Source: an optimization exercise on an open RTL-to-GDS flow (aim: a short achievable clock period and few clock cycles per item). Production flows keep margins and buffers that such runs may drop.
Where RTL was checked, it was by simulation tests only, not by an equivalence proof against the original.

==> flow/design.v <==
package stwq_pkg;
   localparam logic [1:0] REQ_CREATE = 2'd0;
   localparam logic [1:0] REQ_WAIT   = 2'd1;
   localparam logic [1:0] REQ_POST   = 2'd2;
   localparam logic [1:0] ST_OK         = 2'd0;
   localparam logic [1:0] ST_NO_ENTRY   = 2'd1;
   localparam logic [1:0] ST_QUEUE_FULL = 2'd2;
endpackage
import stwq_pkg::*;
module semaphore_table_with_wait_queues_unit
#(
   parameter int NUM_SEMAPHORES = 8,
   parameter int QUEUE_DEPTH    = 8,
   parameter int CALLER_ID_BITS = 8
) (
   input  logic        clock,
   input  logic        reset,
   input  logic        req_tvalid,
   output logic        req_tready,
   input  logic [87:0] req_tdata,    
   input  logic [1:0]  req_tuser,    
   output logic        rsp_tvalid,
   input  logic        rsp_tready,
   output logic [15:0] rsp_tdata,    
   output logic [1:0]  rsp_tuser     
);
   localparam int NS = 8;    
   localparam int QD = 8;    
   localparam int FD = 8;    
   logic        a_valid;
   logic [1:0]  a_type;
   logic [63:0] a_key;
   logic [15:0] a_start;
   logic [7:0]  a_caller;
   logic [NS-1:0] used_ff;
   logic [63:0]   key_ff [NS];
   logic        acc;
   logic        rdy_ff;
   assign acc = req_tvalid & rdy_ff;
   always_ff @(posedge clock) begin
      a_valid  <= acc & ~reset;
      a_type   <= req_tuser;
      a_key    <= req_tdata[63:0];
      a_start  <= req_tdata[79:64];
      a_caller <= req_tdata[87:80];
   end
   logic [NS-1:0] a_free;      
   logic          a_full;
   logic          a_create;
   logic [NS-1:0] a_match;
   assign a_free   = ~used_ff & (used_ff + NS'(1));
   assign a_full   = &used_ff;
   assign a_create = a_valid & (a_type == REQ_CREATE);
   always_comb begin
      for (int i = 0; i < NS; i++) begin
         a_match[i] = used_ff[i] & (key_ff[i] == a_key);
      end
   end
   always_ff @(posedge clock) begin
      if (reset) begin
         used_ff <= '0;
      end else if (a_create) begin
         used_ff <= used_ff | a_free;
      end
   end
   always_ff @(posedge clock) begin
      for (int i = 0; i < NS; i++) begin
         if (a_create & a_free[i]) begin
            key_ff[i] <= a_key;
         end
      end
   end
   logic          b_valid;
   logic          b_create, b_wait, b_post, b_noentry;
   logic [NS-1:0] b_match, b_free;
   logic [15:0]   b_start;
   logic [7:0]    b_caller;
   always_ff @(posedge clock) begin
      b_valid   <= a_valid & ~reset;
      b_create  <= a_type == REQ_CREATE;
      b_wait    <= a_type == REQ_WAIT;
      b_post    <= a_type == REQ_POST;
      b_noentry <= (a_type == REQ_CREATE) & a_full;
      b_match   <= a_match;
      b_free    <= a_free;
      b_start   <= a_start;
      b_caller  <= a_caller;
   end
   logic [NS-1:0] b_first;
   assign b_first = b_match & ~(b_match - NS'(1));
   logic          c_valid, c_noentry;
   logic [NS-1:0] c_wsel, c_psel, c_isel;    
   logic [15:0]   c_start;
   logic          c_start_zero, c_start_max;
   logic [7:0]    c_caller;
   always_ff @(posedge clock) begin
      c_valid      <= b_valid & ~reset;
      c_noentry    <= b_noentry;
      c_wsel       <= b_first & {NS{b_valid & b_wait}};
      c_psel       <= b_first & {NS{b_valid & b_post}};
      c_isel       <= b_free & {NS{b_valid & b_create & ~b_noentry}};
      c_start      <= b_start;
      c_start_zero <= b_start == 16'd0;
      c_start_max  <= b_start == 16'hFFFF;
      c_caller     <= b_caller;
   end
   logic [15:0] cnt_ff  [NS];
   logic        zero_ff [NS];
   logic        max_ff  [NS];
   logic [QD-1:0] fill_ff [NS];
   logic [QD-1:0] head_ff [NS];
   logic [QD-1:0] tail_ff [NS];
   logic [7:0]  q_ff    [NS][QD];
   logic [NS-1:0] e_dec, e_inc, e_push, e_pop, e_qfull;
   logic [7:0]    e_hv [NS];     
   logic [15:0]   e_lo0 [NS];    
   logic [15:0]   e_lo1 [NS];    
   always_comb begin
      for (int i = 0; i < NS; i++) begin
         e_dec[i]   = c_wsel[i] & ~zero_ff[i];
         e_push[i]  = c_wsel[i] & zero_ff[i] & ~fill_ff[i][QD-1];
         e_qfull[i] = c_wsel[i] & zero_ff[i] & fill_ff[i][QD-1];
         e_pop[i]   = c_psel[i] & fill_ff[i][0];
         e_inc[i]   = c_psel[i] & ~fill_ff[i][0] & ~max_ff[i];
         e_lo0[i][0] = 1'b1;
         e_lo1[i][0] = 1'b1;
         for (int k = 1; k < 16; k++) begin
            e_lo0[i][k] = e_lo0[i][k-1] & ~cnt_ff[i][k-1];
            e_lo1[i][k] = e_lo1[i][k-1] & cnt_ff[i][k-1];
         end
         e_hv[i]    = 8'd0;
         for (int k = 0; k < QD; k++) begin
            e_hv[i] = e_hv[i] | (q_ff[i][k] & {8{head_ff[i][k]}});
         end
      end
   end
   always_ff @(posedge clock) begin
      for (int i = 0; i < NS; i++) begin
         if (c_isel[i]) begin
            cnt_ff[i]  <= c_start;
            zero_ff[i] <= c_start_zero;
            max_ff[i]  <= c_start_max;
         end else begin
            cnt_ff[i]  <= cnt_ff[i] ^ ((e_lo0[i] & {16{e_dec[i]}}) | (e_lo1[i] & {16{e_inc[i]}}));
            if (e_dec[i]) begin
               zero_ff[i] <= cnt_ff[i] == 16'd1;
               max_ff[i]  <= 1'b0;
            end else if (e_inc[i]) begin
               zero_ff[i] <= 1'b0;
               max_ff[i]  <= cnt_ff[i] == 16'hFFFE;
            end
         end
         if (c_isel[i]) begin
            fill_ff[i] <= '0;
            head_ff[i] <= QD'(1);
            tail_ff[i] <= QD'(1);
         end else if (e_push[i]) begin
            fill_ff[i] <= {fill_ff[i][QD-2:0], 1'b1};
            tail_ff[i] <= {tail_ff[i][QD-2:0], tail_ff[i][QD-1]};
         end else if (e_pop[i]) begin
            fill_ff[i] <= {1'b0, fill_ff[i][QD-1:1]};
            head_ff[i] <= {head_ff[i][QD-2:0], head_ff[i][QD-1]};
         end
         for (int k = 0; k < QD; k++) begin
            if (e_push[i] & tail_ff[i][k]) begin
               q_ff[i][k] <= c_caller;
            end
         end
      end
   end
   logic          d_valid, d_noentry, d_qfull, d_block, d_wake;
   logic [NS-1:0] d_pop;
   logic [7:0]    d_hv [NS];
   always_ff @(posedge clock) begin
      d_valid   <= c_valid & ~reset;
      d_noentry <= c_noentry;
      d_qfull   <= |e_qfull;
      d_block   <= |e_push;
      d_wake    <= |e_pop;
      d_pop     <= e_pop;
      for (int i = 0; i < NS; i++) begin
         d_hv[i] <= e_hv[i];
      end
   end
   logic [7:0] d_wid;
   always_comb begin
      d_wid = 8'd0;
      for (int i = 0; i < NS; i++) begin
         d_wid = d_wid | (d_hv[i] & {8{d_pop[i]}});
      end
   end
   logic        e_valid;
   logic [11:0] e_rsp;    
   always_ff @(posedge clock) begin
      e_valid <= d_valid & ~reset;
      e_rsp   <= {d_noentry ? ST_NO_ENTRY : d_qfull ? ST_QUEUE_FULL : ST_OK,
                  d_wid, d_wake, d_block};
   end
   logic        out_valid;
   logic [11:0] out_rsp;
   logic [11:0] fifo_ff [FD];
   logic [FD-1:0] wr_ptr, rd_ptr, fcnt_ff;
   logic [11:0] fifo_head;
   logic        fifo_empty;
   logic        out_free, pop_out, fifo_pop, fifo_push;
   assign fifo_empty = ~fcnt_ff[0];
   assign out_free   = ~out_valid | rsp_tready;
   assign pop_out    = out_valid & rsp_tready;
   assign fifo_pop   = out_free & ~fifo_empty;
   assign fifo_push  = e_valid & ~(out_free & fifo_empty);
   always_comb begin
      fifo_head = '0;
      for (int k = 0; k < FD; k++) begin
         fifo_head = fifo_head | (fifo_ff[k] & {12{rd_ptr[k]}});
      end
   end
   always_ff @(posedge clock) begin
      if (reset) begin
         out_valid <= 1'b0;
         out_rsp   <= '0;
         wr_ptr    <= FD'(1);
         rd_ptr    <= FD'(1);
         fcnt_ff   <= '0;
      end else begin
         if (out_free) begin
            out_valid <= ~fifo_empty | e_valid;
            out_rsp   <= fifo_empty ? e_rsp : fifo_head;
         end
         if (fifo_push) begin
            wr_ptr <= {wr_ptr[FD-2:0], wr_ptr[FD-1]};
         end
         if (fifo_pop) begin
            rd_ptr <= {rd_ptr[FD-2:0], rd_ptr[FD-1]};
         end
         if (fifo_push & ~fifo_pop) begin
            fcnt_ff <= {fcnt_ff[FD-2:0], 1'b1};
         end else if (fifo_pop & ~fifo_push) begin
            fcnt_ff <= {1'b0, fcnt_ff[FD-1:1]};
         end
      end
   end
   always_ff @(posedge clock) begin
      for (int k = 0; k < FD; k++) begin
         if (fifo_push & wr_ptr[k]) begin
            fifo_ff[k] <= e_rsp;
         end
      end
   end
   logic [FD-1:0] outst_ff;
   always_ff @(posedge clock) begin
      if (reset) begin
         outst_ff <= '0;
         rdy_ff   <= 1'b1;
      end else if (acc & ~pop_out) begin
         outst_ff <= {outst_ff[FD-2:0], 1'b1};
         rdy_ff   <= ~outst_ff[FD-2];
      end else if (pop_out & ~acc) begin
         outst_ff <= {1'b0, outst_ff[FD-1:1]};
         rdy_ff   <= 1'b1;
      end
   end
   assign req_tready = rdy_ff;
   assign rsp_tvalid = out_valid;
   assign rsp_tdata  = {6'd0, out_rsp[9:0]};
   assign rsp_tuser  = out_rsp[11:10];
endmodule
Settings: LEC_CHECK=0, ABC_CLOCK_PERIOD_IN_PS=1000, CAP_MARGIN=20, CORE_MARGIN=2, CORE_UTILIZATION=65, CTS_CLUSTER_DIAMETER=150, CTS_CLUSTER_SIZE=25, PLACE_DENSITY=0.7, SETUP_SLACK_MARGIN=3.0, SLEW_MARGIN=20, TNS_END_PERCENT=100; clock period 5.0 ns.
run.sh (not shown) runs the stock make flow with config.mk's settings and CLKGATE_MAP_FILE= SYNTH_SCRIPT=/design/flow/synth_recipe.tcl, a recipe that flattens the netlist after the stock synthesis.
The baseline completed without violations.
Testbench counts at the start, summed over its fixed seeds: cycles 12,048, items 12,000.
Rerun with:
--- a/flow/design.v
+++ b/flow/design.v
@@ -37,13 +37,11 @@
    logic        acc;
    logic        rdy_ff;
    assign acc = req_tvalid & rdy_ff;
-   always_ff @(posedge clock) begin
-      a_valid  <= acc & ~reset;
-      a_type   <= req_tuser;
-      a_key    <= req_tdata[63:0];
-      a_start  <= req_tdata[79:64];
-      a_caller <= req_tdata[87:80];
-   end
+   assign a_valid  = acc & ~reset;
+   assign a_type   = req_tuser;
+   assign a_key    = req_tdata[63:0];
+   assign a_start  = req_tdata[79:64];
+   assign a_caller = req_tdata[87:80];
    logic [NS-1:0] a_free;      
    logic          a_full;
    logic          a_create;
@@ -76,7 +74,7 @@
    logic [15:0]   b_start;
    logic [7:0]    b_caller;
    always_ff @(posedge clock) begin
-      b_valid   <= a_valid & ~reset;
+      b_valid   <= a_valid;
       b_create  <= a_type == REQ_CREATE;
       b_wait    <= a_type == REQ_WAIT;
       b_post    <= a_type == REQ_POST;
@@ -191,11 +189,9 @@
    end
    logic        e_valid;
    logic [11:0] e_rsp;    
-   always_ff @(posedge clock) begin
-      e_valid <= d_valid & ~reset;
-      e_rsp   <= {d_noentry ? ST_NO_ENTRY : d_qfull ? ST_QUEUE_FULL : ST_OK,
-                  d_wid, d_wake, d_block};
-   end
+   assign e_valid = d_valid;
+   assign e_rsp   = {d_noentry ? ST_NO_ENTRY : d_qfull ? ST_QUEUE_FULL : ST_OK,
+                     d_wid, d_wake, d_block};
    logic        out_valid;
    logic [11:0] out_rsp;
    logic [11:0] fifo_ff [FD];
The new run finished clean.
Clock skew falls by 12 ps.
Final cell count falls by 0.59%.
Count of clock-buffer cells in the layout falls by 13.
Worst setup slack degrades by 280 ps.
Synthesized area falls by 3.3%.
Wire length rises by about 6%.
Global-route usage rises by 2.5 points.
Via count rises by 2.0%.
First-iteration DRC count rises by 10%.
Maximum frequency falls by about 12%.
Synthesized cell count falls by about 2.5%.
For the second run of this note, only the layout was checked, not whether the RTL still works.

-- re-timing with driven ports --
The results above use ideal ports. As a check the final layouts listed here were re-extracted and re-timed, cells and wires unchanged. Step 1, drivers: a clkbuf_16 drives clock and a buf_2 each remaining input, both assumed. Step 2 also shifts input and output timing later by t, the mid clock arrival at the registers, as if the neighbouring blocks saw the same clock. Slacks: ideal ports / drivers / drivers and shift; pairs: ideal ports / drivers.
run | t, ns | slack for setup (ns) | clock arrival spread, ns
the first run | 0.762 | 2.833 / 2.760 / 2.447 | 0.048 / 0.048
the second run | 0.746 | 2.550 / 2.556 / 1.810 | 0.043 / 0.044
After both steps setup and hold are still met in every run listed. The setup slack of the second run, which loses most, moves by +0.006 ns with the drivers and by -0.740 ns with both steps.
